This is an optimization exercise on Yosys and OpenROAD, whose aim is small area, not a production implementation. Only simulation tests tie the RTL to the original design; equivalence was not proved. Power and IR drop assume default switching activity.

<file path="design/flow/config.mk">
export PLATFORM = sky130hd
export DESIGN_NAME = alu_rs_cluster
export DESIGN_NICKNAME = alu_rs_cluster
export VERILOG_FILES = /design/flow/design.v
export SDC_FILE = /design/flow/constraint.sdc
export NUM_CORES = 4
export LEC_CHECK = 0
export CAP_MARGIN = 20
export CORE_MARGIN = 2
export CORE_UTILIZATION = 40
export SLEW_MARGIN = 20
</file>
<file path="design/flow/constraint.sdc">
create_clock -name core_clock -period 6.0 [get_ports {clk_in}]
set_input_delay 1.2000 -clock core_clock [delete_from_list [all_inputs] [get_ports {clk_in}]]
set_output_delay 1.2000 -clock core_clock [all_outputs]
set_load 0.01 [all_outputs]
</file>
<file path="design/flow/design.v">
`default_nettype none
package alu_rs_pkg;
    localparam int XLEN  = 32;
    localparam int TAG_W = 5;    
    localparam int OPND_W = 1 + TAG_W + XLEN;
    localparam logic [3:0] OP_ADD  = 4'd0;
    localparam logic [3:0] OP_SUB  = 4'd1;
    localparam logic [3:0] OP_AND  = 4'd2;
    localparam logic [3:0] OP_OR   = 4'd3;
    localparam logic [3:0] OP_XOR  = 4'd4;
    localparam logic [3:0] OP_SLL  = 4'd5;
    localparam logic [3:0] OP_SRL  = 4'd6;
    localparam logic [3:0] OP_SRA  = 4'd7;
    localparam logic [3:0] OP_SLT  = 4'd8;     
    localparam logic [3:0] OP_SLTU = 4'd9;     
endpackage
`default_nettype wire
`default_nettype none
module rs_snoop (
    input  wire                           waiting,
    input  wire [alu_rs_pkg::TAG_W-1:0]   tag,
    input  wire                           bus_valid,
    input  wire [alu_rs_pkg::TAG_W-1:0]   bus_tag,
    output logic                          hit
);
    assign hit = waiting && bus_valid && (tag == bus_tag);
endmodule
`default_nettype wire
`default_nettype none
module rs_dispatch #(
    parameter int NUM_ENTRIES = 8
) (
    input  wire                          dispatch_valid,
    input  wire                          flush,
    input  wire [NUM_ENTRIES-1:0]        busy_vec,
    input  wire                          result_valid,
    input  wire [alu_rs_pkg::TAG_W-1:0]  result_tag,
    input  wire                          src_ready,
    input  wire [alu_rs_pkg::TAG_W-1:0]  src_tag,
    input  wire [alu_rs_pkg::TAG_W-1:0]  src_value_lo,
    output logic                         full,
    output logic [NUM_ENTRIES-1:0]       alloc_oh,
    output logic                         fwd_ready,    
    output logic                         fwd_bus,      
    output logic [alu_rs_pkg::TAG_W-1:0] fwd_lo        
);
    logic [NUM_ENTRIES-1:0] free_vec;
    logic                   accept;
    logic                   hit;
    assign free_vec = ~busy_vec;
    assign full     = &busy_vec;
    assign accept   = dispatch_valid && !full && !flush;
    assign alloc_oh = accept ? (free_vec & (~free_vec + 1'b1)) : '0;
    rs_snoop snoop_inst (
        .waiting   (!src_ready),
        .tag       (src_tag),
        .bus_valid (result_valid),
        .bus_tag   (result_tag),
        .hit       (hit)
    );
    assign fwd_ready = src_ready || hit;
    assign fwd_bus   = hit;
    assign fwd_lo    = src_ready ? src_value_lo : src_tag;
endmodule
`default_nettype wire
`default_nettype none
module rs_entry (
    input  wire                          clk_in,
    input  wire                          rst_in,
    input  wire                          rdy_in,
    input  wire                          flush,
    input  wire                          result_valid,
    input  wire [alu_rs_pkg::TAG_W-1:0]  result_tag,
    input  wire [alu_rs_pkg::XLEN-1:0]   result_value,
    input  wire                          alloc,
    input  wire [3:0]                    alloc_op,
    input  wire [alu_rs_pkg::TAG_W-1:0]  alloc_tag,
    input  wire                          src1_rdy,
    input  wire                          src1_bus,
    input  wire [alu_rs_pkg::XLEN-1:0]   src1_val,    
    input  wire                          src2_rdy,
    input  wire                          src2_bus,
    input  wire [alu_rs_pkg::XLEN-1:0]   src2_val,
    output logic                         busy,
    output logic                         iss_ready,
    output logic [3:0]                   iss_op,
    output logic [alu_rs_pkg::TAG_W-1:0] iss_tag,
    output logic [alu_rs_pkg::XLEN-1:0]  iss_v1,
    output logic [alu_rs_pkg::XLEN-1:0]  iss_v2,
    input  wire                          iss_grant
);
    localparam int XLEN = alu_rs_pkg::XLEN;
    logic            busy_q;
    logic [3:0]      op_q;
    logic [alu_rs_pkg::TAG_W-1:0] tag_q;
    logic            r1_q, r2_q;
    logic [XLEN-1:0] f1_q, f2_q;
    logic            wake1, wake2;
    logic            s1, b1, h1, s2, b2, h2;
    rs_snoop snoop1_inst (
        .waiting   (!r1_q),
        .tag       (f1_q[alu_rs_pkg::TAG_W-1:0]),
        .bus_valid (result_valid),
        .bus_tag   (result_tag),
        .hit       (wake1)
    );
    rs_snoop snoop2_inst (
        .waiting   (!r2_q),
        .tag       (f2_q[alu_rs_pkg::TAG_W-1:0]),
        .bus_valid (result_valid),
        .bus_tag   (result_tag),
        .hit       (wake2)
    );
    always_ff @(posedge clk_in)
    begin
        if (rst_in)
            busy_q <= 1'b0;
        else if (rdy_in)
        begin
            if (flush)
                busy_q <= 1'b0;
            else if (alloc)
                busy_q <= 1'b1;
            else if (iss_grant)
                busy_q <= 1'b0;
        end
    end
    always_ff @(posedge clk_in)
    begin
        if (!busy_q)
        begin
            op_q  <= alloc_op;
            tag_q <= alloc_tag;
        end
    end
    assign s1 = !busy_q && !src1_bus;
    assign b1 = busy_q ? (rdy_in && wake1) : src1_bus;
    assign h1 = busy_q && !(rdy_in && wake1);
    assign s2 = !busy_q && !src2_bus;
    assign b2 = busy_q ? (rdy_in && wake2) : src2_bus;
    assign h2 = busy_q && !(rdy_in && wake2);
    always_ff @(posedge clk_in)
    begin
        r1_q <= busy_q ? (r1_q || (rdy_in && wake1)) : src1_rdy;
        r2_q <= busy_q ? (r2_q || (rdy_in && wake2)) : src2_rdy;
        f1_q <= ({XLEN{s1}} & src1_val) | ({XLEN{b1}} & result_value) | ({XLEN{h1}} & f1_q);
        f2_q <= ({XLEN{s2}} & src2_val) | ({XLEN{b2}} & result_value) | ({XLEN{h2}} & f2_q);
    end
    assign busy      = busy_q;
    assign iss_ready = busy_q && r1_q && r2_q;
    assign iss_op    = op_q;
    assign iss_tag   = tag_q;
    assign iss_v1    = f1_q;
    assign iss_v2    = f2_q;
endmodule
`default_nettype wire
`default_nettype none
module alu_issue #(
    parameter int NUM_ENTRIES = 8
) (
    input  wire                          clk_in,
    input  wire                          rst_in,
    input  wire                          rdy_in,
    input  wire                          flush,
    input  wire [NUM_ENTRIES-1:0]        ready_vec,
    input  wire [NUM_ENTRIES*4-1:0]      op_arr,
    input  wire [NUM_ENTRIES*alu_rs_pkg::TAG_W-1:0]  tag_arr,
    input  wire [NUM_ENTRIES*alu_rs_pkg::XLEN-1:0]   v1_arr,
    input  wire [NUM_ENTRIES*alu_rs_pkg::XLEN-1:0]   v2_arr,
    output logic [NUM_ENTRIES-1:0]       grant_oh,
    output logic                         result_valid,
    output logic [alu_rs_pkg::TAG_W-1:0]             result_tag,
    output logic [alu_rs_pkg::XLEN-1:0]              result_value
);
    localparam int XLEN  = alu_rs_pkg::XLEN;
    localparam int TAG_W = alu_rs_pkg::TAG_W;
    logic              any_grant;
    logic [3:0]        op;
    logic [TAG_W-1:0]  sel_tag;
    logic [XLEN-1:0]   a, b;
    logic [XLEN-1:0]   alu_out;
    assign grant_oh  = ready_vec & (~ready_vec + 1'b1);     
    assign any_grant = |ready_vec;
    always_comb
    begin
        op      = '0;
        sel_tag = '0;
        a       = '0;
        b       = '0;
        for (int i = 0; i < NUM_ENTRIES; i++)
        begin
            op      = op      | ({4{grant_oh[i]}}     & op_arr[i*4 +: 4]);
            sel_tag = sel_tag | ({TAG_W{grant_oh[i]}} & tag_arr[i*TAG_W +: TAG_W]);
            a       = a       | ({XLEN{grant_oh[i]}}  & v1_arr[i*XLEN +: XLEN]);
            b       = b       | ({XLEN{grant_oh[i]}}  & v2_arr[i*XLEN +: XLEN]);
        end
    end
    logic            sub;
    logic [XLEN-1:0] bx;
    logic [XLEN:0]   sum;
    logic            slt, sltu;
    assign sub  = (op == alu_rs_pkg::OP_SUB) || (op == alu_rs_pkg::OP_SLT) || (op == alu_rs_pkg::OP_SLTU);
    assign bx   = b ^ {XLEN{sub}};
    assign sum  = {1'b0, a} + {1'b0, bx} + {{XLEN{1'b0}}, sub};
    assign sltu = !sum[XLEN];
    assign slt  = (a[XLEN-1] ^ b[XLEN-1]) ? a[XLEN-1] : sum[XLEN-1];
    logic            is_sll;
    logic            fill;
    logic [XLEN-1:0] sh_in, sh_out, sh_rev;
    assign is_sll = (op == alu_rs_pkg::OP_SLL);
    assign fill   = (op == alu_rs_pkg::OP_SRA) && a[XLEN-1];
    always_comb
        for (int i = 0; i < XLEN; i++)
            sh_in[i] = is_sll ? a[XLEN-1-i] : a[i];
    assign sh_out = XLEN'({{XLEN{fill}}, sh_in} >> b[4:0]);
    always_comb
        for (int i = 0; i < XLEN; i++)
            sh_rev[i] = sh_out[XLEN-1-i];
    always_comb
    begin
        case (op)
            alu_rs_pkg::OP_ADD,
            alu_rs_pkg::OP_SUB:  alu_out = sum[XLEN-1:0];
            alu_rs_pkg::OP_AND:  alu_out = a & b;
            alu_rs_pkg::OP_OR:   alu_out = a | b;
            alu_rs_pkg::OP_XOR:  alu_out = a ^ b;
            alu_rs_pkg::OP_SLL:  alu_out = sh_rev;
            alu_rs_pkg::OP_SRL,
            alu_rs_pkg::OP_SRA:  alu_out = sh_out;
            alu_rs_pkg::OP_SLT:  alu_out = {{(XLEN-1){1'b0}}, slt};
            alu_rs_pkg::OP_SLTU: alu_out = {{(XLEN-1){1'b0}}, sltu};
            default:             alu_out = '0;
        endcase
    end
    always_ff @(posedge clk_in)
    begin
        if (rst_in)
            result_valid <= 1'b0;
        else if (rdy_in)
            result_valid <= any_grant && !flush;
    end
    always_ff @(posedge clk_in)
    begin
        if (rdy_in)
        begin
            result_tag   <= sel_tag;
            result_value <= alu_out;
        end
    end
endmodule
`default_nettype wire
`default_nettype none
module alu_rs_cluster #(
    parameter int NUM_ENTRIES = 8    
) (
    input  wire               clk_in,
    input  wire               rst_in,
    input  wire               rdy_in,       
    input  wire               flush,
    input  wire               dispatch_valid,
    input  wire [3:0]         dispatch_op,
    input  wire [alu_rs_pkg::TAG_W-1:0]   dispatch_tag,
    input  wire               src1_ready,
    input  wire [alu_rs_pkg::TAG_W-1:0]   src1_tag,
    input  wire [alu_rs_pkg::XLEN-1:0]    src1_value,
    input  wire               src2_ready,
    input  wire [alu_rs_pkg::TAG_W-1:0]   src2_tag,
    input  wire [alu_rs_pkg::XLEN-1:0]    src2_value,
    output logic              full,
    output logic              result_valid,
    output logic [alu_rs_pkg::TAG_W-1:0]  result_tag,
    output logic [alu_rs_pkg::XLEN-1:0]   result_value
);
    localparam int XLEN  = alu_rs_pkg::XLEN;
    localparam int TAG_W = alu_rs_pkg::TAG_W;
    logic [NUM_ENTRIES-1:0]       busy_vec;
    logic [NUM_ENTRIES-1:0]       alloc_oh;
    logic [NUM_ENTRIES-1:0]       alloc_oh2;
    logic                         full2;
    logic [NUM_ENTRIES-1:0]       ready_vec;
    logic [NUM_ENTRIES-1:0]       grant_oh;
    logic [NUM_ENTRIES*4-1:0]     op_arr;
    logic [NUM_ENTRIES*TAG_W-1:0] tag_arr;
    logic [NUM_ENTRIES*XLEN-1:0]  v1_arr;
    logic [NUM_ENTRIES*XLEN-1:0]  v2_arr;
    logic                         s1_rdy, s1_bus, s2_rdy, s2_bus;
    logic [TAG_W-1:0]             s1_lo, s2_lo;
    rs_dispatch #(
        .NUM_ENTRIES (NUM_ENTRIES)
    ) rs_dispatch1_inst (
        .dispatch_valid (dispatch_valid),
        .flush          (flush),
        .busy_vec       (busy_vec),
        .result_valid   (result_valid),
        .result_tag     (result_tag),
        .src_ready      (src1_ready),
        .src_tag        (src1_tag),
        .src_value_lo   (src1_value[TAG_W-1:0]),
        .full           (full),
        .alloc_oh       (alloc_oh),
        .fwd_ready      (s1_rdy),
        .fwd_bus        (s1_bus),
        .fwd_lo         (s1_lo)
    );
    rs_dispatch #(
        .NUM_ENTRIES (NUM_ENTRIES)
    ) rs_dispatch2_inst (
        .dispatch_valid (dispatch_valid),
        .flush          (flush),
        .busy_vec       (busy_vec),
        .result_valid   (result_valid),
        .result_tag     (result_tag),
        .src_ready      (src2_ready),
        .src_tag        (src2_tag),
        .src_value_lo   (src2_value[TAG_W-1:0]),
        .full           (full2),
        .alloc_oh       (alloc_oh2),
        .fwd_ready      (s2_rdy),
        .fwd_bus        (s2_bus),
        .fwd_lo         (s2_lo)
    );
    for (genvar i = 0; i < NUM_ENTRIES; i++)
    begin : g_entry
        rs_entry rs_entry_inst (
            .clk_in       (clk_in),
            .rst_in       (rst_in),
            .rdy_in       (rdy_in),
            .flush        (flush),
            .result_valid (result_valid),
            .result_tag   (result_tag),
            .result_value (result_value),
            .alloc        (alloc_oh[i]),
            .alloc_op     (dispatch_op),
            .alloc_tag    (dispatch_tag),
            .src1_rdy     (s1_rdy),
            .src1_bus     (s1_bus),
            .src1_val     ({src1_value[XLEN-1:TAG_W], s1_lo}),
            .src2_rdy     (s2_rdy),
            .src2_bus     (s2_bus),
            .src2_val     ({src2_value[XLEN-1:TAG_W], s2_lo}),
            .busy         (busy_vec[i]),
            .iss_ready    (ready_vec[i]),
            .iss_op       (op_arr[i*4 +: 4]),
            .iss_tag      (tag_arr[i*TAG_W +: TAG_W]),
            .iss_v1       (v1_arr[i*XLEN +: XLEN]),
            .iss_v2       (v2_arr[i*XLEN +: XLEN]),
            .iss_grant    (grant_oh[i])
        );
    end
    alu_issue #(
        .NUM_ENTRIES (NUM_ENTRIES)
    ) alu_issue_inst (
        .clk_in       (clk_in),
        .rst_in       (rst_in),
        .rdy_in       (rdy_in),
        .flush        (flush),
        .ready_vec    (ready_vec),
        .op_arr       (op_arr),
        .tag_arr      (tag_arr),
        .v1_arr       (v1_arr),
        .v2_arr       (v2_arr),
        .grant_oh     (grant_oh),
        .result_valid (result_valid),
        .result_tag   (result_tag),
        .result_value (result_value)
    );
endmodule
`default_nettype wire
</file>
<file path="design/flow/run.sh">
#!/bin/bash
# synth_recipe.tcl (not shown) runs the flow's synth.tcl, then flattens the netlist and writes it again
# the make line also repeats each setting of config.mk as NAME=value (left out here)
make -C /OpenROAD-flow-scripts/flow DESIGN_CONFIG=/design/flow/config.mk WORK_HOME=/design/flow/orfs CLKGATE_MAP_FILE= SYNTH_SCRIPT=/design/flow/synth_recipe.tcl finish
</file>
==> results of run 1 <==
-- path summary, 6_finish.rpt --
| check | endpoint | startpoint | cells past startpoint | slack [ns] |
|---|---|---|---|---|
| setup reg to reg | alu_issue_inst.result_value[28]$_DFFE_PP_ | g_entry[5].rs_entry_inst.busy_q$_SDFFE_PP0P_ | 24 | 0.29 |
| hold / removal | g_entry[0].rs_entry_inst.f1_q[30]$_DFF_P_ | g_entry[0].rs_entry_inst.f1_q[30]$_DFF_P_ | 2 | 0.48 |
| setup / recovery | alu_issue_inst.result_value[28]$_DFFE_PP_ | g_entry[5].rs_entry_inst.busy_q$_SDFFE_PP0P_ | 24 | 0.29 |
| hold reg to reg | g_entry[0].rs_entry_inst.f1_q[30]$_DFF_P_ | g_entry[0].rs_entry_inst.f1_q[30]$_DFF_P_ | 2 | 0.48 |
-- layout make-up --
| type | count | area share [%] |
|---|---|---|
| diodes | 3 | 0.0183 |
| clock buffers | 110 | 5.25 |
| clock inverters | 23 | 0.734 |
| inverters | 118 | 1.08 |
| multi-input cells | 3176 | 48.0 |
| flip-flops and latches | 646 | 34.1 |
| well taps | 1165 | 3.55 |
| repair buffers | 337 | 7.27 |
-- synth_stat cells, drive strengths merged, types with 7 or more instances --
cell type	n	area (µm²)
or3	8	50.1
ha	95	1190
xor2	95	832
dfxtp	537	10800
or2	13	81.3
mux2i	29	290
a31oi	42	263
a21o	18	135
nand3	121	611
nor3	54	287
clkbuf	305	1140
a211oi	21	183
buf	131	639
a221o	111	1110
a22o	11	96.3
a221oi	50	438
a22oi	507	3810
o221ai	17	149
a21oi	205	1030
nand4b	15	131
o22ai	42	263
xnor2	46	403
o211ai	26	205
nand2	1001	3760
nor2	258	976
o41ai	18	158
and3	24	153
nor4	26	205
edfxtp	109	3270
a211o	12	105
nand4	50	313
inv	113	424
o21ai	115	594
a222oi	41	410
o21a	7	52.6
-- per-layer routing --
| layer | routed length, µm | vias to the layer above | share of wire [%] |
|---|---|---|---|
| li1 | - | 15900 | - |
| met1 | 62700 | 17000 | 41 |
| met2 | 67800 | 2005 | 44 |
| met3 | 15800 | 417 | 10 |
| met4 | 7290 | 6 | 4.7 |
| met5 | 35 | - | 0.023 |
-- worst max-delay path, stage by stage, from the launching register on --
cell and delay (ns):
dfxtp_1 0.36, buf_4 0.16, nand3_1 0.24, and3_2 0.35, and3_1 0.22, a2111oi_4 0.33
buf_4 0.22, nand2_1 0.13, nor2_4 0.14, buf_12 0.14, buf_4 0.28, xnor2_1 0.12
ha_1 0.36, nor2_1 0.16, nor2_1 0.08, o21ai_0 0.16, a31oi_1 0.10, o41ai_2 0.30
a31oi_1 0.20, a221oi_2 0.32, nor2_1 0.13, or3_1 0.32, a21oi_1 0.19, xnor2_1 0.09
a221o_1 0.35
-- per-stage QoR --
stage | setup TNS (ns) | instance area [µm²]
4_1_cts | 0 | 40800
6_report | 0 | 41100
3_3_place_gp | 0 | 38400
2_1_floorplan | 0 | 35500
5_1_grt | -0.00613 | 41100
3_5_place_dp | 0 | 38400
-- report_power, final --
group | switching (µW) | total, µW | leakage (µW) | internal [µW]
clock | 1960 | 4650 | 0.00121 | 2690
combinational | 664 | 1090 | 0.0109 | 430
sequential | 270 | 4970 | 0.00567 | 4700
-- state kept, by name, summed over array words and instances, names as in the netlist --
| name | cells |
|---|---|
| alu_issue_inst.result_valid | 1 |
| g_entry.rs_entry_inst.busy_q | 8 |
| g_entry.rs_entry_inst.op_q | 32 |
| alu_issue_inst.result_tag | 5 |
| g_entry.rs_entry_inst.tag_q | 40 |
| alu_issue_inst.result_value | 32 |
| g_entry.rs_entry_inst.f2_q | 256 |
| g_entry.rs_entry_inst.f1_q | 256 |
| g_entry.rs_entry_inst.r2_q | 8 |
| g_entry.rs_entry_inst.r1_q | 8 |
-- cells by family after synthesis --
family,synth area share (%)
AO/OA/AOI/OAI,27.2
multiplexers,0.914
XOR/XNOR,3.48
adder cells (fa/ha/maj),3.41
AND/OR/NAND/NOR,19.1
buffers and inverters,6.28
flip-flops,39.6
-- what timing repair did --
item,4_1_cts,5_1_grt
setup endpoints to repair,0,5
setup buffers,0,18
resized for setup,0,9
==> results_dict.tcl, run 1 <==
set metrics [dict create \
    busiest_layer "met2" \
    yosys_register_bits 646 \
    grt_pass1_wl_mm 225 \
    syn_inst 4376 \
    path_clk_slew_ns 0.06 \
    post-route-util_pct 46.7 \
    hold_class "flip-flop to flip-flop" \
    cp_max_fo 15 \
    syn-num-nets 4562 \
    area_growth_pct 16.0 \
    relSlewSlack_pct 18.4 \
    multi_input_area_mm2 0.0197 \
    globalRouteMet3Util_pct 6.69 \
    hold_buffers 0 \
    ant_nets 0 \
    grt_max_degree 66 \
    drt-total-wl_mm 154 \
    coreArea_mm2 0.0881 \
    die-height_um 302 \
    ir_drop_mv 0.255 \
    synth-edff-count 109 \
    drtIter0Drc 4614 \
    die_w_um 302 \
    worstSetupEndpointType "flip-flop" \
    dr.pass1.iters 6 \
    die-area_mm2 0.0910 \
    cp-start-kind "flip-flop" \
    final_cell_mix "nand2_1 (999), dfxtp_1 (537), a22oi_1 (507), nor2_1 (219), buf_4 (198)" \
    use_met2_pct 51.8 \
    total_power_uw 10700 \
    first_global_vias 33400 \
    grt_remaining_overflow 0 \
    ios 129 \
    synth_cell_type_count 96 \
    portBuffers 128 \
    dp.cells 5422 \
    seq_area_mm2 0.0140 \
    clockRootBuffer "clkbuf_16" \
    synth_warnings 2 \
    final_cells 5578 \
    final_nets 4538 \
    timing.final.crit_period_ns 5.71 \
    layout_commonest_cell "nand2_1" \
    drc 0 \
    path_class "flip-flop to flip-flop" \
    cts_tree "yes" \
    status "timing/DRC/antenna clean" \
    clock_sinks 646 \
    place_hpwl_mm 105 \
    drv_cap 0 \
    required_ns 6.39 \
    drive_gt1_share_pct 10.2 \
    numCtsBuffers 73 \
    cts_buffer_depth 3 \
    clkLatencyLatePin_ns 0.65 \
    syn_area_mm2 0.0354 \
    preCtsSetupSlack_ns 0.140 \
    fmax_mhz 175 \
    worst-slew-pin-transition_ns 1.22 \
    hold_slack_ns 0.476 \
    grt_antenna_before_repair 7 \
    p_leak_uw 0.0178 \
    setup_ws_ns 0.292 \
    power_density_mw_per_mm2 260 \
    rows 109 \
    avgSynthCellArea_um2 8.10 \
    viasPerCell 6.33 \
    hold_violations 0 \
    ys.flop_type "dfxtp_1" \
    fill_cells 8647 \
    skew_ns 0.0421 \
    wl_per_cell_um 27.5 \
    cts_max_level 3 \
    grt_util_all_layers_pct 32.9 \
    initial_utilization_pct 40.2 \
    grtUsageMet1_pct 43.4 \
    yosysSeqAreaShare_pct 39.6 \
    setup_viol 0 \
    gp_congestion 1.04 \
    min_period_over_period_pct 95.1 \
    drv_slew 0 \
    cp.arrival_ns 6.10 \
    via_count 35300 \
    async_reset_ff_share_pct 0 \
]
==> run 2: changes to the inputs <==
--- a/design/flow/design.v
+++ b/design/flow/design.v
@@ -82,7 +82,7 @@
     input  wire                          src2_bus,
     input  wire [alu_rs_pkg::XLEN-1:0]   src2_val,
     output logic                         busy,
-    output logic                         iss_ready,
+    output logic                         iss_ready_nxt,    
     output logic [3:0]                   iss_op,
     output logic [alu_rs_pkg::TAG_W-1:0] iss_tag,
     output logic [alu_rs_pkg::XLEN-1:0]  iss_v1,
@@ -90,7 +90,8 @@
     input  wire                          iss_grant
 );
     localparam int XLEN = alu_rs_pkg::XLEN;
-    logic            busy_q;
+    logic            busy_q, busy_d;
+    logic            r1_d, r2_d;
     logic [3:0]      op_q;
     logic [alu_rs_pkg::TAG_W-1:0] tag_q;
     logic            r1_q, r2_q;
@@ -111,21 +112,24 @@
         .bus_tag   (result_tag),
         .hit       (wake2)
     );
-    always_ff @(posedge clk_in)
+    always_comb
     begin
+        busy_d = busy_q;
         if (rst_in)
-            busy_q <= 1'b0;
+            busy_d = 1'b0;
         else if (rdy_in)
         begin
             if (flush)
-                busy_q <= 1'b0;
+                busy_d = 1'b0;
             else if (alloc)
-                busy_q <= 1'b1;
+                busy_d = 1'b1;
             else if (iss_grant)
-                busy_q <= 1'b0;
+                busy_d = 1'b0;
         end
     end
     always_ff @(posedge clk_in)
+        busy_q <= busy_d;
+    always_ff @(posedge clk_in)
     begin
         if (!busy_q)
         begin
@@ -139,15 +143,17 @@
     assign s2 = !busy_q && !src2_bus;
     assign b2 = busy_q ? (rdy_in && wake2) : src2_bus;
     assign h2 = busy_q && !(rdy_in && wake2);
+    assign r1_d = busy_q ? (r1_q || (rdy_in && wake1)) : src1_rdy;
+    assign r2_d = busy_q ? (r2_q || (rdy_in && wake2)) : src2_rdy;
     always_ff @(posedge clk_in)
     begin
-        r1_q <= busy_q ? (r1_q || (rdy_in && wake1)) : src1_rdy;
-        r2_q <= busy_q ? (r2_q || (rdy_in && wake2)) : src2_rdy;
+        r1_q <= r1_d;
+        r2_q <= r2_d;
         f1_q <= ({XLEN{s1}} & src1_val) | ({XLEN{b1}} & result_value) | ({XLEN{h1}} & f1_q);
         f2_q <= ({XLEN{s2}} & src2_val) | ({XLEN{b2}} & result_value) | ({XLEN{h2}} & f2_q);
     end
     assign busy      = busy_q;
-    assign iss_ready = busy_q && r1_q && r2_q;
+    assign iss_ready_nxt = busy_d && r1_d && r2_d;
     assign iss_op    = op_q;
     assign iss_tag   = tag_q;
     assign iss_v1    = f1_q;
@@ -162,7 +168,7 @@
     input  wire                          rst_in,
     input  wire                          rdy_in,
     input  wire                          flush,
-    input  wire [NUM_ENTRIES-1:0]        ready_vec,
+    input  wire [NUM_ENTRIES-1:0]        ready_nxt,    
     input  wire [NUM_ENTRIES*4-1:0]      op_arr,
     input  wire [NUM_ENTRIES*alu_rs_pkg::TAG_W-1:0]  tag_arr,
     input  wire [NUM_ENTRIES*alu_rs_pkg::XLEN-1:0]   v1_arr,
@@ -179,8 +185,9 @@
     logic [TAG_W-1:0]  sel_tag;
     logic [XLEN-1:0]   a, b;
     logic [XLEN-1:0]   alu_out;
-    assign grant_oh  = ready_vec & (~ready_vec + 1'b1);     
-    assign any_grant = |ready_vec;
+    always_ff @(posedge clk_in)
+        grant_oh <= ready_nxt & (~ready_nxt + 1'b1);     
+    assign any_grant = |grant_oh;
     always_comb
     begin
         op      = '0;
@@ -196,42 +203,40 @@
         end
     end
     logic            sub;
-    logic [XLEN-1:0] bx;
+    logic [XLEN-1:0] bx, p, g;
     logic [XLEN:0]   sum;
     logic            slt, sltu;
     assign sub  = (op == alu_rs_pkg::OP_SUB) || (op == alu_rs_pkg::OP_SLT) || (op == alu_rs_pkg::OP_SLTU);
     assign bx   = b ^ {XLEN{sub}};
+    assign p    = a ^ bx;
+    assign g    = a & bx;
     assign sum  = {1'b0, a} + {1'b0, bx} + {{XLEN{1'b0}}, sub};
     assign sltu = !sum[XLEN];
     assign slt  = (a[XLEN-1] ^ b[XLEN-1]) ? a[XLEN-1] : sum[XLEN-1];
-    logic            is_sll;
     logic            fill;
     logic [XLEN-1:0] sh_in, sh_out, sh_rev;
-    assign is_sll = (op == alu_rs_pkg::OP_SLL);
-    assign fill   = (op == alu_rs_pkg::OP_SRA) && a[XLEN-1];
+    assign fill = (op == alu_rs_pkg::OP_SRA) && a[XLEN-1];
     always_comb
         for (int i = 0; i < XLEN; i++)
-            sh_in[i] = is_sll ? a[XLEN-1-i] : a[i];
+            sh_in[i] = (op == alu_rs_pkg::OP_SLL) ? a[XLEN-1-i] : a[i];
     assign sh_out = XLEN'({{XLEN{fill}}, sh_in} >> b[4:0]);
     always_comb
         for (int i = 0; i < XLEN; i++)
             sh_rev[i] = sh_out[XLEN-1-i];
-    always_comb
-    begin
-        case (op)
-            alu_rs_pkg::OP_ADD,
-            alu_rs_pkg::OP_SUB:  alu_out = sum[XLEN-1:0];
-            alu_rs_pkg::OP_AND:  alu_out = a & b;
-            alu_rs_pkg::OP_OR:   alu_out = a | b;
-            alu_rs_pkg::OP_XOR:  alu_out = a ^ b;
-            alu_rs_pkg::OP_SLL:  alu_out = sh_rev;
-            alu_rs_pkg::OP_SRL,
-            alu_rs_pkg::OP_SRA:  alu_out = sh_out;
-            alu_rs_pkg::OP_SLT:  alu_out = {{(XLEN-1){1'b0}}, slt};
-            alu_rs_pkg::OP_SLTU: alu_out = {{(XLEN-1){1'b0}}, sltu};
-            default:             alu_out = '0;
-        endcase
-    end
+    logic k_sum, k_g, k_p, k_sl, k_sr, k_slt, k_sltu;
+    assign k_sum  = (op == alu_rs_pkg::OP_ADD) || (op == alu_rs_pkg::OP_SUB);
+    assign k_g    = (op == alu_rs_pkg::OP_AND) || (op == alu_rs_pkg::OP_OR);
+    assign k_p    = (op == alu_rs_pkg::OP_OR)  || (op == alu_rs_pkg::OP_XOR);
+    assign k_sl   = (op == alu_rs_pkg::OP_SLL);
+    assign k_sr   = (op == alu_rs_pkg::OP_SRL) || (op == alu_rs_pkg::OP_SRA);
+    assign k_slt  = (op == alu_rs_pkg::OP_SLT);
+    assign k_sltu = (op == alu_rs_pkg::OP_SLTU);
+    assign alu_out = ({XLEN{k_sum}} & sum[XLEN-1:0])
+                   | ({XLEN{k_g}}   & g)
+                   | ({XLEN{k_p}}   & p)
+                   | ({XLEN{k_sl}}  & sh_rev)
+                   | ({XLEN{k_sr}}  & sh_out)
+                   | {{(XLEN-1){1'b0}}, (k_slt && slt) || (k_sltu && sltu)};
     always_ff @(posedge clk_in)
     begin
         if (rst_in)
@@ -277,7 +282,7 @@
     logic [NUM_ENTRIES-1:0]       alloc_oh;
     logic [NUM_ENTRIES-1:0]       alloc_oh2;
     logic                         full2;
-    logic [NUM_ENTRIES-1:0]       ready_vec;
+    logic [NUM_ENTRIES-1:0]       ready_nxt;
     logic [NUM_ENTRIES-1:0]       grant_oh;
     logic [NUM_ENTRIES*4-1:0]     op_arr;
     logic [NUM_ENTRIES*TAG_W-1:0] tag_arr;
@@ -339,7 +344,7 @@
             .src2_bus     (s2_bus),
             .src2_val     ({src2_value[XLEN-1:TAG_W], s2_lo}),
             .busy         (busy_vec[i]),
-            .iss_ready    (ready_vec[i]),
+            .iss_ready_nxt (ready_nxt[i]),
             .iss_op       (op_arr[i*4 +: 4]),
             .iss_tag      (tag_arr[i*TAG_W +: TAG_W]),
             .iss_v1       (v1_arr[i*XLEN +: XLEN]),
@@ -354,7 +359,7 @@
         .rst_in       (rst_in),
         .rdy_in       (rdy_in),
         .flush        (flush),
-        .ready_vec    (ready_vec),
+        .ready_nxt    (ready_nxt),
         .op_arr       (op_arr),
         .tag_arr      (tag_arr),
         .v1_arr       (v1_arr),
==> run 2 against run 1 <==
Net effect: worst hold slack better by 0.0026 ns; sequential share of layout area is 3.2 points higher; register-to-register slack better by 0.27 ns; clock power is 2% lower; fmax is 5.0% higher; critical path type unchanged; still clean on timing, DRC and antenna.
==> results_dict.tcl, run 2 <==
set metrics [dict create \
    status "timing/DRC/antenna clean" \
    path_clk_slew_ns 0.06 \
    hold_violations 0 \
    setup_viol 0 \
    fill_cells 7871 \
    cts_tree "yes" \
    syn_area_mm2 0.0332 \
    yosys.area.top_type "dfxtp_1" \
    cp_slowest_cell "o211ai_4" \
    drt-total-wl_mm 140 \
    hold_buffers 0 \
    grt_antenna_before_repair 7 \
    cp_top_family "compound AO/OA/AOI/OAI gates" \
    path_class "flip-flop to flip-flop" \
    drv_slew 0 \
    final_cell_area_mm2 0.0381 \
    skew_ns 0.0398 \
    synth_top_area_share_pct 32.9 \
    cp_max_fo 23 \
    coreArea_mm2 0.0821 \
    yosys_register_bits 654 \
    relSlewSlack_pct 19.2 \
    drive_gt1_share_pct 8.30 \
    worstSetupEndpointType "flip-flop" \
    numCtsBuffers 73 \
    viasPerCell 6.46 \
    drtIter0Drc 4441 \
    cts_max_level 3 \
    place_hpwl_mm 90.7 \
    post_cts_buffers 0 \
    power_density_mw_per_mm2 272 \
    hold_slack_ns 0.479 \
    final_cell_mix "nand2_1 (952), a22oi_1 (731), dfxtp_1 (537), nor2_1 (186), clkdlybuf4s50_1 (127)" \
    area_growth_pct 14.7 \
    initial_utilization_pct 40.4 \
    wl_per_cell_um 27.9 \
    hold_class "flip-flop to flip-flop" \
    synth_common_cells "nand2_1 (952), a22oi_1 (731), dfxtp_1 (545)" \
    fin_setup_tns_ns 0 \
    ant_nets 0 \
    preCtsSetupSlack_ns 0.702 \
    critPathBufInv 1 \
    synth_cell_type_count 74 \
    grt_max_degree 48 \
    cp.arrival_ns 5.79 \
    synth_warnings 2 \
    die_w_um 292 \
    gp_congestion 1.03 \
    dr.pass1.iters 7 \
    reg_top3 "g_entry.rs_entry_inst.f1_q: 256 flops, g_entry.rs_entry_inst.f2_q: 256 flops, g_entry.rs_entry_inst.tag_q: 40 flops" \
    clkLatencyLatePin_ns 0.65 \
    drc 0 \
    final_nets 3995 \
    layout_commonest_cell "nand2_1" \
    required_ns 6.36 \
    grt_util_all_layers_pct 31.7 \
    setup_ws_ns 0.562 \
    grt_remaining_overflow 0 \
    syn_inst 3959 \
    ys.flop_type "dfxtp_1" \
    die-area_mm2 0.0853 \
    p_leak_uw 0.0156 \
    avgSynthCellArea_um2 8.38 \
    synth_most_common_cell "nand2_1" \
    cp-start-kind "flip-flop" \
    cp_cell_sequence "a22oi_1, nand4_2, o211ai_4, a21oi_1, fa_1, a21oi_1, o21ai_0, a221oi_1, buf_4, nor4b_1, o31ai_1, o21ai_0, a31oi_1, xor2_1, o221ai_1" \
    min_period_over_period_pct 90.6 \
    fmax_mhz 184 \
    grt_pass1_wl_mm 205 \
    post_cts_resized 0 \
    ir_drop_mv 0.217 \
    first_global_vias 30200 \
    drv_cap 0 \
    syn-num-nets 4082 \
    postPlaceCellArea_mm2 0.0356 \
    synth-edff-count 109 \
    ios 129 \
    yosysSeqAreaShare_pct 42.7 \
    die-height_um 292 \
    clockRootBuffer "clkbuf_16" \
    async_reset_ff_share_pct 0 \
    portBuffers 128 \
    via_count 32300 \
    rows 105 \
    synth_area_leaders "dfxtp_1 (33%), a22oi_1 (17%), nand2_1 (11%)" \
    cts_buffer_depth 3 \
    timing.final.crit_period_ns 5.44 \
    worst-slew-pin-transition_ns 1.18 \
    rsz0062_at_grt "false" \
    max_stage_delay_ns 0.62 \
    clock_sinks 654 \
]
run 2: changes by cell type after synthesis, sizes merged, moves of 52 or more:
cell	before	now
inv	113	27
a21oi	205	103
mux2i	29	81
nand3	121	24
ha	95	32
a22oi	507	731
run 2: through the flow:
| stage | utilization, % | instances | power (µW) |
|---|---|---|---|
| after floorplan | - | 3959 | 5500 |
| after global placement | 43.3 | 4863 | 5870 |
| after detailed placement | 43.3 | 4865 | 5880 |
| after CTS | 46.3 | 4997 | 10400 |
| after global routing | 46.4 | 4999 | 10700 |
| final | 46.4 | 5003 | 10400 |
run 2: worst paths after layout:
| path | depth (start not counted) | endpoint | start | slack [ns] |
|---|---|---|---|---|
| max | 15 | alu_issue_inst.result_value[28]$_DFFE_PP_ | alu_issue_inst.grant_oh[0]$_DFF_P_ | 0.56 |
| min | 2 | g_entry[2].rs_entry_inst.f2_q[29]$_DFF_P_ | g_entry[2].rs_entry_inst.f2_q[29]$_DFF_P_ | 0.48 |
| max reg2reg | 15 | alu_issue_inst.result_value[28]$_DFFE_PP_ | alu_issue_inst.grant_oh[0]$_DFF_P_ | 0.56 |
| min reg2reg | 2 | g_entry[2].rs_entry_inst.f2_q[29]$_DFF_P_ | g_entry[2].rs_entry_inst.f2_q[29]$_DFF_P_ | 0.48 |
run 2: kinds of logic after synthesis:
family,Yosys count,synth area share (%)
and+or+nand+nor,1394,17.4
AOI/OAI and AO/OA,1211,26.9
DFF,654,42.7
buffers and inverters,436,5.07
xor gates and xnor gates,125,3.30
muxes,106,3.31
adders and majority gates,33,1.27
run 2: metal layers:
layer,track usage [%],share of wire (%),up-vias
met5,0,0.019,-
met2,49.2,44,1963
met1,43.6,41,15600
met4,11.8,3.6,4
met3,6.29,11,371
li1,-,-,14400
run 2: worst reg2reg max path, delay by kind of cell, from the launching register on:
kind | cells | cell delay (ns)
AO/OA/AOI/OAI | 10 | 3.43
flip-flops | 1 | 0.46
buffers and inverters | 1 | 0.20
adder cells (fa/ha/maj) | 1 | 0.50
AND/OR/NAND/NOR | 2 | 0.39
XOR/XNOR | 1 | 0.19
run 2: final cells by class:
class | count | area, µm² | area share, %
inverters | 30 | 113 | 0.296
repair buffers | 244 | 2200 | 5.79
well taps | 1070 | 1340 | 3.52
clock buffers | 109 | 2190 | 5.74
multi-input cells | 2869 | 17800 | 46.7
flip-flops and latches | 654 | 14200 | 37.3
diodes | 4 | 10.0 | 0.0263
clock inverters | 23 | 234 | 0.614
run 2: where the power goes:
part | switching [µW] | leakage (µW) | internal (µW)
logic | 508 | 0.00868 | 349
clock network | 1900 | 0.00119 | 2660
registers | 222 | 0.00574 | 4740
==> run 3: changes to the inputs <==
==> design/flow/flow/run.sh (new file) <==
#!/bin/bash
# Own layout flow: the standard ORFS flow (standard.sh, unchanged
# synthesis, floorplan, power grid and tap cells), with two changes:
#  - the port buffers are the smallest buffer cell;
#  - CTS builds larger sink clusters and inserts no dummy loads.
# Each call's full output goes to a log file in the work folder.
set -euo pipefail

CTS="-sink_clustering_enable -repair_clock_nets -dont_use_dummy_load"
CTS="$CTS -sink_clustering_size ${RS_CTS_SIZE:-24} -sink_clustering_max_diameter ${RS_CTS_DIAM:-80}"
CTS="$CTS -buf_list sky130_fd_sc_hd__clkbuf_16"

bash standard.sh \
    "BUFFER_PORTS_ARGS=-buffer_cell sky130_fd_sc_hd__buf_1" \
    "CTS_ARGS=$CTS" \
    finish > flow_make.log 2>&1
==> design/flow/standard.sh (new file) <==
#!/bin/bash
# synth_recipe.tcl (not shown) runs the flow's synth.tcl, then flattens the netlist and writes it again
# the make line also repeats each setting of config.mk as NAME=value (left out here)
make -C /OpenROAD-flow-scripts/flow DESIGN_CONFIG=/design/flow/config.mk WORK_HOME=/design/flow/orfs CLKGATE_MAP_FILE= SYNTH_SCRIPT=/design/flow/synth_recipe.tcl "${@:-finish}"
removed: design/flow/run.sh
==> run 3 against run 2 <==
Net effect: still clean; sequential power is essentially flat; combinational power shrank 6.8%; sequential share of layout area grew 2.4 points; first-iteration DRC count shrank 5.5%; die area is the same; area after synthesis is the same.
==> results_dict.tcl, run 3 <==
set metrics [dict create \
    cp-start-kind "flip-flop" \
    ir_drop_mv 0.238 \
    synth_top_family_by_area "compound AO/OA/AOI/OAI gates" \
    avgSynthCellArea_um2 8.38 \
    combPwrFrac_pct 9.5 \
    coreArea_mm2 0.0821 \
    min_to "g_entry[6].rs_entry_inst.f1_q[29]$_DFF_P_" \
    cts_max_level 2 \
    drtIter0Drc 4197 \
    timing.final.crit_period_ns 5.52 \
    final_cell_mix "nand2_1 (952), a22oi_1 (731), dfxtp_1 (537), nor2_1 (186), buf_1 (127)" \
    min_path_cells 2 \
    die-height_um 292 \
    grt_antenna_before_repair 14 \
    wl_met2_mm 61.2 \
    top_layer "met5" \
    dr_wl_met3_mm 14.7 \
    synth-xor-area-share_pct 3.30 \
    worstSetupEndpointType "flip-flop" \
    grt_max_degree 48 \
    clock_sinks 654 \
    post-route-util_pct 43.5 \
    grt_util_all_layers_pct 31.6 \
    syn_area_mm2 0.0332 \
    grt_pass1_wl_mm 206 \
    path_class "flip-flop to flip-flop" \
    drt-total-wl_mm 140 \
    hp-start "g_entry[6].rs_entry_inst.f1_q[29]$_DFF_P_" \
    drv_slew 0 \
    clockRootBuffer "clkbuf_16" \
    drc 0 \
    hold_violations 0 \
    place_hpwl_mm 90.8 \
    first_global_vias 30500 \
    ios 129 \
    synthSimpleGateAreaFrac_pct 17.4 \
    drv_cap 0 \
    yosys_register_bits 654 \
    wl_per_cell_um 28.5 \
    min_period_over_period_pct 92.0 \
    layout_commonest_cell "nand2_1" \
    wl_met1_mm 58.7 \
    die-area_mm2 0.0853 \
    via_count 32100 \
    portBuffers 128 \
    post_cts_resized 0 \
    initial_utilization_pct 40.4 \
    ys.flop_type "dfxtp_1" \
    async_reset_ff_share_pct 0 \
    relSlewSlack_pct 20.1 \
    fin_setup_tns_ns 0 \
    reg_top3 "g_entry.rs_entry_inst.f1_q: 256 flops, g_entry.rs_entry_inst.f2_q: 256 flops, g_entry.rs_entry_inst.tag_q: 40 flops" \
    postPlaceCellArea_mm2 0.0348 \
    cp.arrival_ns 5.82 \
    rrSetupSlack_ns 0.48 \
    cts_tree "yes" \
    required_ns 6.30 \
    gp_congestion 1.00 \
    p_leak_uw 0.0145 \
    rsz0062_at_grt "false" \
    power.share.sequential_pct 58.7 \
    fmax_mhz 181 \
    dr.pass1.iters 6 \
    worstReg2RegStart "alu_issue_inst.grant_oh[1]$_DFF_P_" \
    final_cell_area_mm2 0.0358 \
    syn-num-nets 4082 \
    final_nets 3955 \
    rr_worst_depth 15 \
    synth_mux_area_share_pct 3.31 \
    p_sw_share_pct 26.7 \
    hold_buffers 0 \
    rows 105 \
    preCtsSetupSlack_ns 0.611 \
    drive_gt1_share_pct 6.50 \
    hold_class "flip-flop to flip-flop" \
    yosys.area.top_type "dfxtp_1" \
    area_growth_pct 7.71 \
    switchingPower_uw 2250 \
    die_w_um 292 \
    viasPerCell 6.54 \
    synth_area_leaders "dfxtp_1 (33%), a22oi_1 (17%), nand2_1 (11%)" \
    cp_max_fo 29 \
    synth-edff-count 109 \
    worst-slew-pin-transition_ns 1.20 \
    syn_inst 3959 \
    synth_most_common_cell "nand2_1" \
    p_clk_share_pct 31.9 \
    setup_ws_ns 0.483 \
    synth_cell_type_count 74 \
    post_cts_buffers 0 \
    synth_warnings 2 \
    worst_r2r_endpoint "alu_issue_inst.result_value[28]$_DFFE_PP_" \
    clkLatencyLatePin_ns 0.62 \
    total_power_uw 8430 \
    synth_top_area_share_pct 32.9 \
    yosysSeqAreaShare_pct 42.7 \
    setup_viol 0 \
    status "timing/DRC/antenna clean" \
    power_density_mw_per_mm2 236 \
    synth_common_cells "nand2_1 (952), a22oi_1 (731), dfxtp_1 (545)" \
    synth_compound_area_share_pct 26.9 \
    cts_buffer_depth 3 \
    skew_ns 0.0605 \
    grt_remaining_overflow 0 \
    numCtsBuffers 39 \
    internal_power_uw 6180 \
    path_clk_slew_ns 0.08 \
    ant_nets 0 \
    synthAdderAreaFrac_pct 1.27 \
]
## run 3: changes by cell type in the layout (fill, tap and decap cells not counted), sizes merged
cell and delta:
clkinvlp -1, clkdlybuf4s50 -127, clkinv -16, diode +5
buf +120, inv -3, clkbuf -69, bufinv -3
## run 3: stage by stage
step / hold WS [ns] / instances
3_5_place_dp: 0.469 / 4861
4_1_cts: 0.486 / 4900
3_3_place_gp: 0.461 / 4860
2_1_floorplan: 0.440 / 3959
6_report: 0.482 / 4909
5_1_grt: 0.503 / 4906
## run 3: logic make-up after synthesis
| kind of cell | count (synthesis) |
|---|---|
| buffers and inverters | 436 |
| multiplexers | 106 |
| XOR/XNOR | 125 |
| AO/OA/AOI/OAI | 1211 |
| flip-flops | 654 |
| AND/OR/NAND/NOR | 1394 |
| adder cells (fa/ha/maj) | 33 |
## run 3: layout make-up
class / count / area (µm²)
fill: 8024 / 46400
timing repair buffer: 238 / 1320
inverter: 30 / 113
multi-input combinational: 2869 / 17800
sequential: 654 / 14200
antenna: 9 / 22.5
clock buffer: 39 / 976
tap: 1070 / 1340
## run 3: power groups by stage
stage	logic, µW	clock network [µW]	registers (µW)
2_1_floorplan	544	0	4960
3_3_place_gp	768	0	5040
3_5_place_dp	781	0	5040
4_1_cts	783	2690	4940
5_1_grt	871	2850	4970
6_report	799	2690	4950
## run 3: worst max-delay path by stage
stage / cells past startpoint / end / start
2_1_floorplan: 19 / alu_issue_inst.result_value[28]$_DFFE_PP_ / alu_issue_inst.grant_oh[2]$_DFF_P_
3_3_place_gp: 15 / alu_issue_inst.result_value[28]$_DFFE_PP_ / alu_issue_inst.grant_oh[1]$_DFF_P_
5_1_grt: 15 / alu_issue_inst.result_value[28]$_DFFE_PP_ / alu_issue_inst.grant_oh[1]$_DFF_P_
6_report: 15 / alu_issue_inst.result_value[28]$_DFFE_PP_ / alu_issue_inst.grant_oh[1]$_DFF_P_
4_1_cts: 15 / alu_issue_inst.result_value[28]$_DFFE_PP_ / alu_issue_inst.grant_oh[1]$_DFF_P_
3_5_place_dp: 16 / alu_issue_inst.result_value[28]$_DFFE_PP_ / alu_issue_inst.grant_oh[1]$_DFF_P_
## run 3: per-layer routing
layer / vias up / global-route usage (%)
met4: 6 / 12.4
met2: 1831 / 48.7
met3: 392 / 5.95
li1: 14200 / -
met1: 15700 / 43.7
met5: - / 0
## run 3: critical path, stage by stage (launching register included)
cell,delay (ns)
dfxtp_4,0.52
a22oi_1,0.30
nand4_2,0.33
o211ai_4,0.69
a21oi_1,0.22
fa_1,0.50
a21oi_1,0.20
o21ai_0,0.21
a221oi_1,0.73
nor4b_1,0.17
o31ai_1,0.30
buf_4,0.19
o21ai_0,0.15
a31oi_1,0.42
xor2_1,0.18
o221ai_1,0.12
==> run 4: changes to the inputs <==
--- a/design/flow/flow/run.sh
+++ b/design/flow/flow/run.sh
@@ -7,7 +7,7 @@
 set -euo pipefail
 
 CTS="-sink_clustering_enable -repair_clock_nets -dont_use_dummy_load"
-CTS="$CTS -sink_clustering_size ${RS_CTS_SIZE:-24} -sink_clustering_max_diameter ${RS_CTS_DIAM:-80}"
+CTS="$CTS -sink_clustering_size ${RS_CTS_SIZE:-32} -sink_clustering_max_diameter ${RS_CTS_DIAM:-80}"
 CTS="$CTS -buf_list sky130_fd_sc_hd__clkbuf_16"
 
 bash standard.sh \
==> design/flow/config.mk (replaced) <==
export PLATFORM = sky130hd
export DESIGN_NAME = alu_rs_cluster
export DESIGN_NICKNAME = alu_rs_cluster
export VERILOG_FILES = /design/flow/design.v
export SDC_FILE = /design/flow/constraint.sdc
export NUM_CORES = 4
export LEC_CHECK = 0
export CAP_MARGIN = 10
export CORE_MARGIN = 2
export CORE_UTILIZATION = 60
export SLEW_MARGIN = 10
==> run 4 against run 3 <==
Net effect: fmax hardly changed; largest cell class unchanged; utilization rose by 20 points; global-route usage increased by 17 points; routed wire length is 0.43% higher.
==> results_dict.tcl, run 4 <==
set metrics [dict create \
    drtIter0Drc 5095 \
    grt_util_all_layers_pct 48.2 \
    via_count 33800 \
    hold_class "flip-flop to flip-flop" \
    crit_end "alu_issue_inst.result_value[28]$_DFFE_PP_" \
    ios 129 \
    coreArea_mm2 0.0549 \
    rsz0062_at_grt "false" \
    syn_inst 3959 \
    layout_commonest_cell "nand2_1" \
    wl_per_cell_um 31.1 \
    skew_ns 0.0840 \
    rrSetupSlack_ns 0.49 \
    grt_pass1_wl_mm 206 \
    avgSynthCellArea_um2 8.38 \
    final_cells 4516 \
    path_class "flip-flop to flip-flop" \
    rows 86 \
    die-height_um 239 \
    drc 0 \
    async_reset_ff_share_pct 0 \
    clockRootBuffer "clkbuf_16" \
    synth-edff-count 109 \
    ys.flop_type "dfxtp_1" \
    synth_warnings 2 \
    ir_drop_mv 0.270 \
    dp.cells 4473 \
    place_hpwl_mm 90.6 \
    die_w_um 239 \
    worst_r2r_endpoint "alu_issue_inst.result_value[28]$_DFFE_PP_" \
    first_global_vias 32200 \
    cts_max_level 2 \
    yosysSeqAreaShare_pct 42.7 \
    cp.arrival_ns 5.83 \
    final_nets 3931 \
    grt_max_degree 48 \
    die-area_mm2 0.0572 \
    grt_remaining_overflow 0 \
    hold_buffers 0 \
    yosys.area.top_type "dfxtp_1" \
    drv_cap 0 \
    hp-start "g_entry[3].rs_entry_inst.f1_q[30]$_DFF_P_" \
    numCtsBuffers 36 \
    synth_most_common_cell "nand2_1" \
    setup_viol 0 \
    area_growth_pct 5.48 \
    post_cts_resized 0 \
    post_cts_buffers 0 \
    cts_tree "yes" \
    required_ns 6.32 \
    viasPerCell 7.48 \
    fmax_mhz 181 \
    path_clk_slew_ns 0.11 \
    timing.final.crit_period_ns 5.51 \
    syn_area_mm2 0.0332 \
    worstSetupEndpointType "flip-flop" \
    busiest_layer "met2" \
    drv_slew 0 \
    hold_violations 0 \
    clock_sinks 654 \
    grtUsageMet1_pct 62.3 \
    cp-start-kind "flip-flop" \
    postPlaceCellArea_mm2 0.0341 \
    rr_worst_depth 15 \
    dr.pass1.iters 10 \
    power_density_mw_per_mm2 237 \
    reg_top3 "g_entry.rs_entry_inst.f1_q: 256 flops, g_entry.rs_entry_inst.f2_q: 256 flops, g_entry.rs_entry_inst.tag_q: 40 flops" \
    clkLatencyLatePin_ns 0.63 \
    syn-num-nets 4082 \
    gp_congestion 1.05 \
    fill_cells 4588 \
    drt-total-wl_mm 141 \
    fin_setup_tns_ns 0 \
    final_cell_mix "nand2_1 (952), a22oi_1 (731), dfxtp_1 (537), nor2_1 (186), buf_1 (127)" \
    min_period_over_period_pct 91.9 \
    synth_common_cells "nand2_1 (952), a22oi_1 (731), dfxtp_1 (545)" \
    setup_ws_ns 0.487 \
    drive_gt1_share_pct 5.89 \
    setup.worst_path.start "alu_issue_inst.grant_oh[0]$_DFF_P_" \
    portBuffers 128 \
    status "timing/DRC/antenna clean" \
    p_leak_uw 0.0143 \
    cts_buffer_depth 3 \
    preCtsSetupSlack_ns 0.698 \
    synth_top_area_share_pct 32.9 \
    cp_max_fo 26 \
    grt_antenna_before_repair 13 \
    total_power_uw 8290 \
    initial_utilization_pct 60.5 \
    relSlewSlack_pct 5.67 \
    worstReg2RegStart "alu_issue_inst.grant_oh[0]$_DFF_P_" \
    synth_area_leaders "dfxtp_1 (33%), a22oi_1 (17%), nand2_1 (11%)" \
    globalRouteMet3Util_pct 16.0 \
    ant_nets 0 \
    yosys_register_bits 654 \
    worst-slew-pin-transition_ns 1.41 \
    use_met2_pct 69.7 \
    final_cell_area_mm2 0.0350 \
    synth_cell_type_count 74 \
]
==> run 4: cell counts after synthesis <==
No cell type changed its count.
==> run 4: report_power, final <==
group	switching [µW]	internal, µW	total (µW)	leakage [µW]
combinational	447	279	726	0.00816
sequential	294	4730	5030	0.00574
clock	1460	1080	2540	0.000444
==> run 4: area by class of cell <==
class | instances | area (µm²) | area share, %
Tap cell | 704 | 881 | 2.52
Sequential cell | 654 | 14200 | 40.6
Inverter | 30 | 113 | 0.322
Timing Repair Buffer | 217 | 1160 | 3.32
Multi-Input combinational cell | 2869 | 17700 | 50.6
Antenna cell | 6 | 15.0 | 0.0429
Clock buffer | 36 | 901 | 2.57
==> run 4: critical path: stages, from the launching register on <==
cell	delay, ns
dfxtp_4	0.49
a22oi_1	0.29
nand4_2	0.32
o211ai_4	0.49
buf_4	0.48
xnor2_1	0.16
ha_1	0.37
a21oi_1	0.28
o21ai_0	0.16
a221oi_1	0.49
nor4b_1	0.18
o31ai_1	0.48
o21ai_0	0.25
a31oi_1	0.41
xor2_1	0.20
o221ai_1	0.15
==> run 4: worst min-delay path by stage <==
stage | end | slack [ns] | depth (start not counted)
after floorplan | g_entry[7].rs_entry_inst.r1_q$_DFF_P_ | 0.44 | 2
after global placement | g_entry[2].rs_entry_inst.f1_q[15]$_DFF_P_ | 0.46 | 2
after detailed placement | g_entry[0].rs_entry_inst.f2_q[25]$_DFF_P_ | 0.47 | 2
after CTS | g_entry[6].rs_entry_inst.r1_q$_DFF_P_ | 0.48 | 2
after global routing | g_entry[3].rs_entry_inst.f1_q[30]$_DFF_P_ | 0.50 | 2
final | g_entry[3].rs_entry_inst.f1_q[30]$_DFF_P_ | 0.48 | 2
==> run 4: kinds of logic after synthesis <==
kind of cell / count (synthesis) / synth area share [%]
simple gates: 1394 / 17.4
compound gates: 1211 / 26.9
flops: 654 / 42.7
buf+inv: 436 / 5.07
xor+xnor: 125 / 3.30
mux: 106 / 3.31
fa+ha+maj: 33 / 1.27
==> run 4: routing by layer <==
| layer | vias up | routed length [µm] |
|---|---|---|
| met5 | - | 85 |
| li1 | 14100 | - |
| met4 | 14 | 9220 |
| met2 | 2966 | 58200 |
| met1 | 15900 | 50900 |
| met3 | 735 | 22200 |
==> run 4: metrics by stage <==
step	utilization, %	hold WS (ns)
CTS	63.7	0.482
global placement	62.1	0.462
floorplan	-	0.440
detailed placement	62.1	0.469
finish	63.8	0.478
global route	63.8	0.505
==> run 5: changes to the inputs <==
--- a/design/flow/design.v
+++ b/design/flow/design.v
@@ -210,7 +210,23 @@
     assign bx   = b ^ {XLEN{sub}};
     assign p    = a ^ bx;
     assign g    = a & bx;
-    assign sum  = {1'b0, a} + {1'b0, bx} + {{XLEN{1'b0}}, sub};
+    logic [XLEN:0]   c;
+    logic [XLEN/4:0] gc;
+    assign gc[0] = sub;
+    for (genvar k = 0; k < XLEN/4; k++)
+    begin : g_cla
+        logic [3:0] pp, gg;
+        assign pp = p[4*k +: 4];
+        assign gg = g[4*k +: 4];
+        assign c[4*k]   = gc[k];
+        assign c[4*k+1] = gg[0] | (pp[0] & gc[k]);
+        assign c[4*k+2] = gg[1] | (pp[1] & gg[0]) | (pp[1] & pp[0] & gc[k]);
+        assign c[4*k+3] = gg[2] | (pp[2] & gg[1]) | (pp[2] & pp[1] & gg[0]) | (pp[2] & pp[1] & pp[0] & gc[k]);
+        assign gc[k+1]  = gg[3] | (pp[3] & gg[2]) | (pp[3] & pp[2] & gg[1]) | (pp[3] & pp[2] & pp[1] & gg[0])
+                        | (&pp & gc[k]);
+    end
+    assign c[XLEN] = gc[XLEN/4];
+    assign sum     = {c[XLEN], p ^ c[XLEN-1:0]};
     assign sltu = !sum[XLEN];
     assign slt  = (a[XLEN-1] ^ b[XLEN-1]) ? a[XLEN-1] : sum[XLEN-1];
     logic            fill;
--- a/design/flow/flow/run.sh
+++ b/design/flow/flow/run.sh
@@ -7,7 +7,7 @@
 set -euo pipefail
 
 CTS="-sink_clustering_enable -repair_clock_nets -dont_use_dummy_load"
-CTS="$CTS -sink_clustering_size ${RS_CTS_SIZE:-32} -sink_clustering_max_diameter ${RS_CTS_DIAM:-80}"
+CTS="$CTS -sink_clustering_size ${RS_CTS_SIZE:-24} -sink_clustering_max_diameter ${RS_CTS_DIAM:-80}"
 CTS="$CTS -buf_list sky130_fd_sc_hd__clkbuf_16"
 
 bash standard.sh \
==> design/flow/config.mk (replaced) <==
export PLATFORM = sky130hd
export DESIGN_NAME = alu_rs_cluster
export DESIGN_NICKNAME = alu_rs_cluster
export VERILOG_FILES = /design/flow/design.v
export SDC_FILE = /design/flow/constraint.sdc
export NUM_CORES = 4
export LEC_CHECK = 0
export CAP_MARGIN = 20
export CORE_MARGIN = 2
export CORE_UTILIZATION = 40
export SLEW_MARGIN = 20
==> run 5 against run 4 <==
Net effect: power up 1.7%; sequential power decreased by 2%; sequential share of layout area decreased by 0.60 points; die area is 47% higher; critical path type unchanged; highest routed layer unchanged.
==> results_dict.tcl, run 5 <==
set metrics [dict create \
    synth_common_cells "nand2_1 (933), a22oi_1 (726), dfxtp_1 (545)" \
    yosysSeqAreaShare_pct 43.3 \
    cp.arrival_ns 5.88 \
    async_reset_ff_share_pct 0 \
    first_global_vias 28800 \
    cp_max_fo 19 \
    power_density_mw_per_mm2 237 \
    dr.pass1.iters 7 \
    hold_slack_ns 0.481 \
    synth-edff-count 109 \
    worst_r2r_endpoint "alu_issue_inst.result_value[29]$_DFFE_PP_" \
    post_cts_buffers 0 \
    initial_utilization_pct 40.6 \
    synth_cell_type_count 76 \
    drv_slew 0 \
    fmax_mhz 179 \
    die-height_um 290 \
    numCtsBuffers 40 \
    drv_cap 0 \
    p_leak_uw 0.0144 \
    skew_ns 0.0703 \
    worstSetupEndpointType "flip-flop" \
    worstReg2RegStart "alu_issue_inst.grant_oh[2]$_DFF_P_" \
    avgSynthCellArea_um2 8.56 \
    yosys.area.top_type "dfxtp_1" \
    syn-num-nets 3957 \
    synth_warnings 2 \
    rr_worst_depth 17 \
    via_count 30900 \
    clock_sinks 654 \
    drtIter0Drc 4163 \
    reg_top3 "g_entry.rs_entry_inst.f1_q: 256 flops, g_entry.rs_entry_inst.f2_q: 256 flops, g_entry.rs_entry_inst.tag_q: 40 flops" \
    clkLatencyLatePin_ns 0.62 \
    viasPerCell 6.46 \
    required_ns 6.30 \
    place_hpwl_mm 88.5 \
    final_cells 4781 \
    coreArea_mm2 0.0808 \
    grt_pass1_wl_mm 200 \
    drt-total-wl_mm 137 \
    fill_cells 7896 \
    wl_per_cell_um 28.7 \
    multi_input_area_mm2 0.0174 \
    dp.cells 4734 \
    path_clk_slew_ns 0.08 \
    gp_congestion 1.02 \
    layout_commonest_cell "nand2_1" \
    min_to "g_entry[2].rs_entry_inst.f1_q[5]$_DFF_P_" \
    syn_area_mm2 0.0328 \
    setup_viol 0 \
    cp-start-kind "flip-flop" \
    final_cell_area_mm2 0.0355 \
    cts_buffer_depth 3 \
    path_class "flip-flop to flip-flop" \
    hold_violations 0 \
    hold_buffers 0 \
    ir_drop_mv 0.177 \
    post_cts_resized 0 \
    post-route-util_pct 44.0 \
    ant_nets 0 \
    area_growth_pct 8.41 \
    rows 104 \
    synth_top_area_share_pct 33.3 \
    rsz0062_at_grt "false" \
    grt_util_all_layers_pct 31.3 \
    relSlewSlack_pct 19.1 \
    clockRootBuffer "clkbuf_16" \
    portBuffers 128 \
    final_cell_mix "nand2_1 (933), a22oi_1 (726), dfxtp_1 (537), nor2_1 (176), buf_1 (127)" \
    hp-start "g_entry[2].rs_entry_inst.f1_q[5]$_DFF_P_" \
    min_period_over_period_pct 92.9 \
    grt_remaining_overflow 0 \
    status "timing/DRC/antenna clean" \
    cts_max_level 2 \
    synth_area_leaders "dfxtp_1 (33%), a22oi_1 (17%), nand2_1 (11%)" \
    final_nets 3848 \
    drc 0 \
    timing.final.crit_period_ns 5.57 \
    yosys_register_bits 654 \
    drive_gt1_share_pct 7.16 \
    min_path_cells 2 \
    rrSetupSlack_ns 0.43 \
    cts_tree "yes" \
    ys.flop_type "dfxtp_1" \
    worst-slew-pin-transition_ns 1.21 \
    fin_setup_tns_ns 0 \
    hold_class "flip-flop to flip-flop" \
    seq_area_mm2 0.0142 \
    synth_most_common_cell "nand2_1" \
    die-area_mm2 0.0843 \
    postPlaceCellArea_mm2 0.0345 \
    die_w_um 290 \
    syn_inst 3828 \
    ios 129 \
    grt_max_degree 48 \
    grt_antenna_before_repair 8 \
]
## run 5: cell count changes after synthesis, moves of 11 or more
cell / before / now
a21oi_1: 103 / 54
xnor2_1: 40 / 53
o21ai_0: 83 / 66
clkbuf_1: 310 / 285
nand2_1: 952 / 933
o21ai_1: 13 / 1
a41oi_1: 3 / 14
## run 5: layout make-up
class / count / share of cell area [%]
Sequential cell: 654 / 40.0
Antenna cell: 4 / 0.0282
Tap cell: 1060 / 3.73
Inverter: 34 / 0.359
Timing Repair Buffer: 240 / 3.97
Multi-Input combinational cell: 2749 / 49.1
Clock buffer: 40 / 2.82
## run 5: critical path, cell delays in order (launching register included)
cell,delay (ns)
dfxtp_4,0.58
a22oi_1,0.17
and4_1,0.36
a211oi_4,0.53
xnor2_1,0.14
ha_1,0.37
a21o_1,0.21
a31oi_1,0.23
o22ai_1,0.12
a311oi_2,0.43
inv_1,0.19
and2_1,0.22
a311oi_1,0.48
inv_1,0.14
fa_1,0.46
xor2_1,0.16
a222oi_1,0.33
o211ai_1,0.14
## run 5: routing by layer
metal,vias up,GRT usage [%],routed length [µm]
met4,6,11.0,4480
met5,-,0,49
met1,15000,43.8,57500
met2,1852,48.4,60600
li1,13800,-,-
met3,296,5.43,14700
## run 5: worst max path at each step
stage / endpoint / cells after the start / from
3_5_place_dp: alu_issue_inst.result_value[29]$_DFFE_PP_ / 17 / alu_issue_inst.grant_oh[2]$_DFF_P_
6_report: alu_issue_inst.result_value[29]$_DFFE_PP_ / 17 / alu_issue_inst.grant_oh[2]$_DFF_P_
2_1_floorplan: alu_issue_inst.result_value[21]$_DFFE_PP_ / 20 / g_entry[4].rs_entry_inst.op_q[0]$_DFFE_PN_
4_1_cts: alu_issue_inst.result_value[29]$_DFFE_PP_ / 17 / alu_issue_inst.grant_oh[2]$_DFF_P_
5_1_grt: alu_issue_inst.result_value[29]$_DFFE_PP_ / 17 / alu_issue_inst.grant_oh[2]$_DFF_P_
3_3_place_gp: alu_issue_inst.result_value[29]$_DFFE_PP_ / 17 / alu_issue_inst.grant_oh[2]$_DFF_P_
## run 5: logic make-up (layout without fill, tap and decap cells)
logic type | after synthesis | in the layout | share of synthesized area, %
muxes | 102 | 102 | 3.23
other | 0 | 4 | 0
adders and majority gates | 39 | 39 | 1.65
xor gates and xnor gates | 134 | 134 | 3.58
DFF | 654 | 654 | 43.3
AOI/OAI and AO/OA | 1131 | 1131 | 26.2
and+or+nand+nor | 1343 | 1343 | 17.0
buffers and inverters | 425 | 314 | 5.06
## run 5: through the flow
stage               power, µW  setup WS, ns
finish                   8430         0.427
global route             8660         0.219
CTS                      8420         0.511
global placement         5770         0.580
detailed placement       5790         0.564
floorplan                5470         0.702
## run 5: power by group
group          internal, µW  switching [µW]
clock network          1190            1530
logic                   281             476
registers              4730             226

[separate check: timing with driven ports]
How much do the figures lean on ideal ports? The routed layouts below were timed once more, with nothing changed but the port constraints.
Step 1, drivers: a clkbuf_16 drives clk_in and a buf_2 each remaining input, both assumed.
Step 2 moves the port delays by t, midway between the first and last clock arrival at a register: inputs arrive t later, outputs are due t later. That takes back most of the time a late clock gives input paths.
Three values: no drivers, after step 1, after step 2; two values: the first two.
run	shift t [ns]	slack for setup (ns)	worst setup path at the end	worst slew at a driven data input, ns	cell pins on the clock port's net
run 1	0.703	0.292 / 0.292 / 0.292	register to register	0.29	1
run 2	0.699	0.562 / 0.562 / 0.562	register to register	0.20	1
run 3	0.651	0.483 / 0.483 / 0.483	register to register	0.20	1
run 4	0.651	0.487 / 0.487 / 0.487	register to register	0.16	1
run 5	0.645	0.427 / 0.427 / 0.427	register to register	0.23	1
After both steps setup and hold are still met in every run listed.
